Source: an optimization exercise on an open RTL-to-GDS flow (aim: small area and a short achievable clock period). Production flows keep margins and buffers that such runs may drop. In this exercise RTL edits were held to simulation tests only and were not proved equivalent to the original. Power is estimated from default activity; no workload was simulated.

==> inputs of build 1 <==
==> flow/design.v <==
module wide_mult_result_serializer #(
  parameter int LATENCY = 7,
  parameter int DEPTH   = 8
) (
  input  logic         clock,
  input  logic         resetn,
  input  logic         start,
  input  logic [255:0] return_val,
  input  logic         clear,
  output logic [63:0]  out_data,
  output logic         out_valid,
  input  logic         out_ready,
  output logic         out_last,
  output logic [7:0]   out_tag,
  output logic [4:0]   fifo_count,
  output logic         overflow
);
  localparam int PW = $clog2(DEPTH);
  logic [LATENCY-1:0] tracker;
  logic [LATENCY-1:0] tracker_next;
  logic               capture;
  logic [255:0]       mem_d [DEPTH];
  logic [7:0]         mem_t [DEPTH];
  logic [PW-1:0]      wr_ptr;
  logic [PW-1:0]      rd_ptr;
  logic [PW-1:0]      ra_ent;
  logic [1:0]         ra_word;
  logic [1:0]         beat;
  logic [7:0]         seq;
  logic [4:0]         count;
  logic               valid_r;
  logic               full_r;
  logic               multi_r;    
  logic [63:0]        data_r;
  logic [7:0]         tag_r;
  logic               last_r;
  logic               ovf_r;
  logic               xfer;
  logic               pop;
  logic               store;
  logic               we;
  logic [1:0]         beat_n;
  logic [PW-1:0]      rd_ptr_n;
  logic [4:0]         count_n;
  logic [63:0]        rd_word;
  logic [7:0]         rd_tag;
  logic               sel_rd;
  logic               sel_rv;
  logic               sel_hold;
  logic               tsel_rd;
  logic               tsel_hold;
  generate
    if (LATENCY > 1) begin : g_shift
      assign tracker_next = {tracker[LATENCY-2:0], start};
    end else begin : g_single
      assign tracker_next = start;
    end
  endgenerate
  assign capture = tracker[LATENCY-1];
  assign xfer    = valid_r & out_ready;
  assign pop     = xfer & (beat == 2'd3);
  assign store   = capture & (~full_r | pop);
  assign we      = capture & (~full_r | (beat == 2'd3));
  assign beat_n   = xfer ? beat + 2'd1 : beat;
  assign rd_ptr_n = pop ? rd_ptr + 1'b1 : rd_ptr;
  always_comb begin
    count_n = count;
    if (store && !pop) count_n = count + 5'd1;
    else if (pop && !store) count_n = count - 5'd1;
  end
  assign rd_word = mem_d[ra_ent][64*ra_word +: 64];
  assign rd_tag  = mem_t[ra_ent];
  assign sel_rd    = xfer & ((beat != 2'd3) | multi_r);
  assign sel_rv    = capture & ((pop & ~multi_r) | ~valid_r);
  assign sel_hold  = ~xfer & valid_r;
  assign tsel_rd   = pop & multi_r;
  assign tsel_hold = valid_r & ~pop;
  always_ff @(posedge clock or negedge resetn) begin
    if (!resetn) begin
      tracker <= '0;
      wr_ptr  <= '0;
      rd_ptr  <= '0;
      ra_ent  <= '0;
      ra_word <= 2'd1;
      beat    <= 2'd0;
      seq     <= 8'd0;
      count   <= 5'd0;
      valid_r <= 1'b0;
      full_r  <= 1'b0;
      multi_r <= 1'b0;
      data_r  <= '0;
      tag_r   <= '0;
      last_r  <= 1'b0;
      ovf_r   <= 1'b0;
    end else if (clear) begin
      tracker <= '0;
      wr_ptr  <= '0;
      rd_ptr  <= '0;
      ra_ent  <= '0;
      ra_word <= 2'd1;
      beat    <= 2'd0;
      seq     <= 8'd0;
      count   <= 5'd0;
      valid_r <= 1'b0;
      full_r  <= 1'b0;
      multi_r <= 1'b0;
      data_r  <= '0;
      tag_r   <= '0;
      last_r  <= 1'b0;
      ovf_r   <= 1'b0;
    end else begin
      tracker <= tracker_next;
      if (capture) seq <= seq + 8'd1;
      if (store) wr_ptr <= wr_ptr + 1'b1;
      rd_ptr  <= rd_ptr_n;
      beat    <= beat_n;
      ra_ent  <= (beat_n == 2'd3) ? rd_ptr_n + 1'b1 : rd_ptr_n;
      ra_word <= beat_n + 2'd1;
      count   <= count_n;
      valid_r <= (count_n != 5'd0);
      full_r  <= (count_n == 5'(DEPTH));
      multi_r <= (count_n > 5'd1);
      last_r  <= (count_n != 5'd0) & (beat_n == 2'd3);
      if (capture & full_r & ~pop) ovf_r <= 1'b1;
      data_r  <= (rd_word & {64{sel_rd}}) | (return_val[63:0] & {64{sel_rv}}) |
                 (data_r & {64{sel_hold}});
      tag_r   <= (rd_tag & {8{tsel_rd}}) | (seq & {8{sel_rv}}) |
                 (tag_r & {8{tsel_hold}});
    end
  end
  always_ff @(posedge clock) begin
    if (we) begin
      mem_d[wr_ptr] <= return_val;
      mem_t[wr_ptr] <= seq;
    end
  end
  assign out_data   = data_r;
  assign out_valid  = valid_r;
  assign out_last   = last_r;
  assign out_tag    = tag_r;
  assign fifo_count = count;
  assign overflow   = ovf_r;
endmodule
==> flow/run.sh <==
#!/bin/bash
# synth_recipe.tcl (not shown) runs the flow's synth.tcl, then flattens the netlist and writes it again
# the make line also repeats each setting of config.mk as NAME=value (left out here)
make -C /OpenROAD-flow-scripts/flow DESIGN_CONFIG=/design/flow/config.mk WORK_HOME=/design/flow/orfs CLKGATE_MAP_FILE= SYNTH_SCRIPT=/design/flow/synth_recipe.tcl finish
==> flow/config.mk <==
export PLATFORM = sky130hd
export DESIGN_NAME = wide_mult_result_serializer
export DESIGN_NICKNAME = wide_mult_result_serializer
export VERILOG_FILES = /design/flow/design.v
export SDC_FILE = /design/flow/constraint.sdc
export NUM_CORES = 4
export LEC_CHECK = 0
export CAP_MARGIN = 20
export CORE_MARGIN = 2
export CORE_UTILIZATION = 60
export CTS_CLUSTER_DIAMETER = 60
export CTS_CLUSTER_SIZE = 30
export SETUP_SLACK_MARGIN = 3.0
export SLEW_MARGIN = 20
==> flow/constraint.sdc <==
create_clock -name core_clock -period 5.5 [get_ports {clock}]
set_input_delay 1.1000 -clock core_clock [delete_from_list [all_inputs] [get_ports {clock}]]
set_output_delay 1.1000 -clock core_clock [all_outputs]
set_load 0.01 [all_outputs]
==> build 95 (differences from build 1) <==
==> flow/design.v, changed modules only <==
module wide_mult_result_serializer #(
  parameter int LATENCY = 7,
  parameter int DEPTH   = 8
) (
  input  logic         clock,
  input  logic         resetn,
  input  logic         start,
  input  logic [255:0] return_val,
  input  logic         clear,
  output logic [63:0]  out_data,
  output logic         out_valid,
  input  logic         out_ready,
  output logic         out_last,
  output logic [7:0]   out_tag,
  output logic [4:0]   fifo_count,
  output logic         overflow
);
  localparam int PW = $clog2(DEPTH);
  logic [LATENCY-1:0] tracker;
  logic [LATENCY-1:0] tracker_next;
  logic               capture;
  logic [263:0]       mem [DEPTH];
  logic [PW-1:0]      wr_ptr;
  logic [PW-1:0]      rd_ptr;
  logic [1:0]         beat;
  logic [7:0]         seq;
  logic [263:0]       head;
  logic [63:0]        word;
  logic               full;
  logic               pop;
  logic               wr_en;
  logic               drop;
  generate
    if (LATENCY > 1) begin : g_shift
      assign tracker_next = {tracker[LATENCY-2:0], start};
    end else begin : g_single
      assign tracker_next = start;
    end
  endgenerate
  assign capture = tracker[LATENCY-1];
  assign full    = (fifo_count == 5'(DEPTH));
  assign pop     = out_valid & out_ready & (beat == 2'd3);
  assign wr_en   = capture & (~full | pop);
  assign drop    = capture & full & ~pop;
  always_ff @(posedge clock or negedge resetn) begin
    if (!resetn) begin
      tracker    <= '0;
      wr_ptr     <= '0;
      rd_ptr     <= '0;
      beat       <= 2'd0;
      seq        <= 8'd0;
      fifo_count <= 5'd0;
      overflow   <= 1'b0;
    end else if (clear) begin
      tracker    <= '0;
      wr_ptr     <= '0;
      rd_ptr     <= '0;
      beat       <= 2'd0;
      seq        <= 8'd0;
      fifo_count <= 5'd0;
      overflow   <= 1'b0;
    end else begin
      tracker <= tracker_next;
      if (capture) seq <= seq + 8'd1;
      if (wr_en) wr_ptr <= wr_ptr + 1'b1;
      if (pop) rd_ptr <= rd_ptr + 1'b1;
      if (out_valid && out_ready) beat <= beat + 2'd1;
      if (wr_en && !pop) fifo_count <= fifo_count + 5'd1;
      else if (pop && !wr_en) fifo_count <= fifo_count - 5'd1;
      if (drop) overflow <= 1'b1;
    end
  end
  always_ff @(posedge clock) begin
    if (wr_en && !clear) mem[wr_ptr] <= {return_val, seq};
  end
  assign head = mem[rd_ptr];
  always_comb begin
    word = 64'd0;
    case (beat)
      2'd0: word = head[71:8];
      2'd1: word = head[135:72];
      2'd2: word = head[199:136];
      2'd3: word = head[263:200];
      default: word = 64'd0;
    endcase
  end
  assign out_valid = (fifo_count != 5'd0);
  assign out_data  = out_valid ? word : 64'd0;
  assign out_last  = out_valid & (beat == 2'd3);
  assign out_tag   = out_valid ? head[7:0] : 8'd0;
endmodule
CORE_UTILIZATION = 40   (was 60)
CTS_CLUSTER_DIAMETER = default   (was 60)
CTS_CLUSTER_SIZE = default   (was 30)
SETUP_SLACK_MARGIN = default   (was 3.0)
==> comparison <==
In build 95 the synthesized cell count is smaller than in build 1, by about 5%. Sequential power: build 1 is larger than build 95 (about 3%). In build 1 the via count is larger than in build 95, by 7.0%. Critical path depth: build 95 is lower than build 1 (1). Of build 1 and build 95, build 95 has the higher cell count (gap 9.4%, measured against build 95).
==> figures <==
Status: build 95 complete, no violations; build 1 complete, no violations
Worst hold-check slack: build 95 0.458 ns; build 1 0.314 ns
Cell-internal power: build 95 27.2 mW; build 1 24.7 mW
Timing-limited maximum frequency: build 95 189 MHz; build 1 393 MHz
Worst-Margin Slew: build 95 0.999 ns; build 1 0.872 ns
Proportion of power drawn by flip-flops and latches: build 95 0.511; build 1 0.598
Multi-input gate count: build 95 1195; build 1 1281
Setup slack at placement: build 95 0.926 ns; build 1 1.41 ns
RD Place Congestion: build 95 0.713; build 1 0.805
Effective utilization at floorplan: build 95 0.402; build 1 0.602
RSZ-0062 raised after global routing: build 95 false; build 1 true
Layout Cell Area excl Fill: build 95 97100 um2; build 1 100000 um2

-- port drivers added, routing unchanged --
Ports are ideal in the flow. The routed layouts listed here were re-timed in OpenROAD.
Step 1 assumes that a clkbuf_16 drives the clock port and a buf_2 every other input.
Step 2 times the ports against the registers' clock, not the clock port: input delays grow and output delays shrink by t, the midpoint of the rising clock arrivals with the driver on.
Slacks: ideal / step 1 / step 2; pairs: ideal / step 1.
| run | shift t [ns] | slack for setup (ns) | worst data-port slew with drivers (ns) |
|---|---|---|---|
| build 1 | 0.879 | 2.957 / 2.886 / 2.235 | 0.21 |
| build 95 | 0.920 | 0.211 / 0.129 / 1.050 | 0.21 |
After both steps setup and hold are still met in every run listed. For build 1, which loses most, drivers alone change the setup slack by -0.071 ns; drivers and shift together by -0.722 ns.
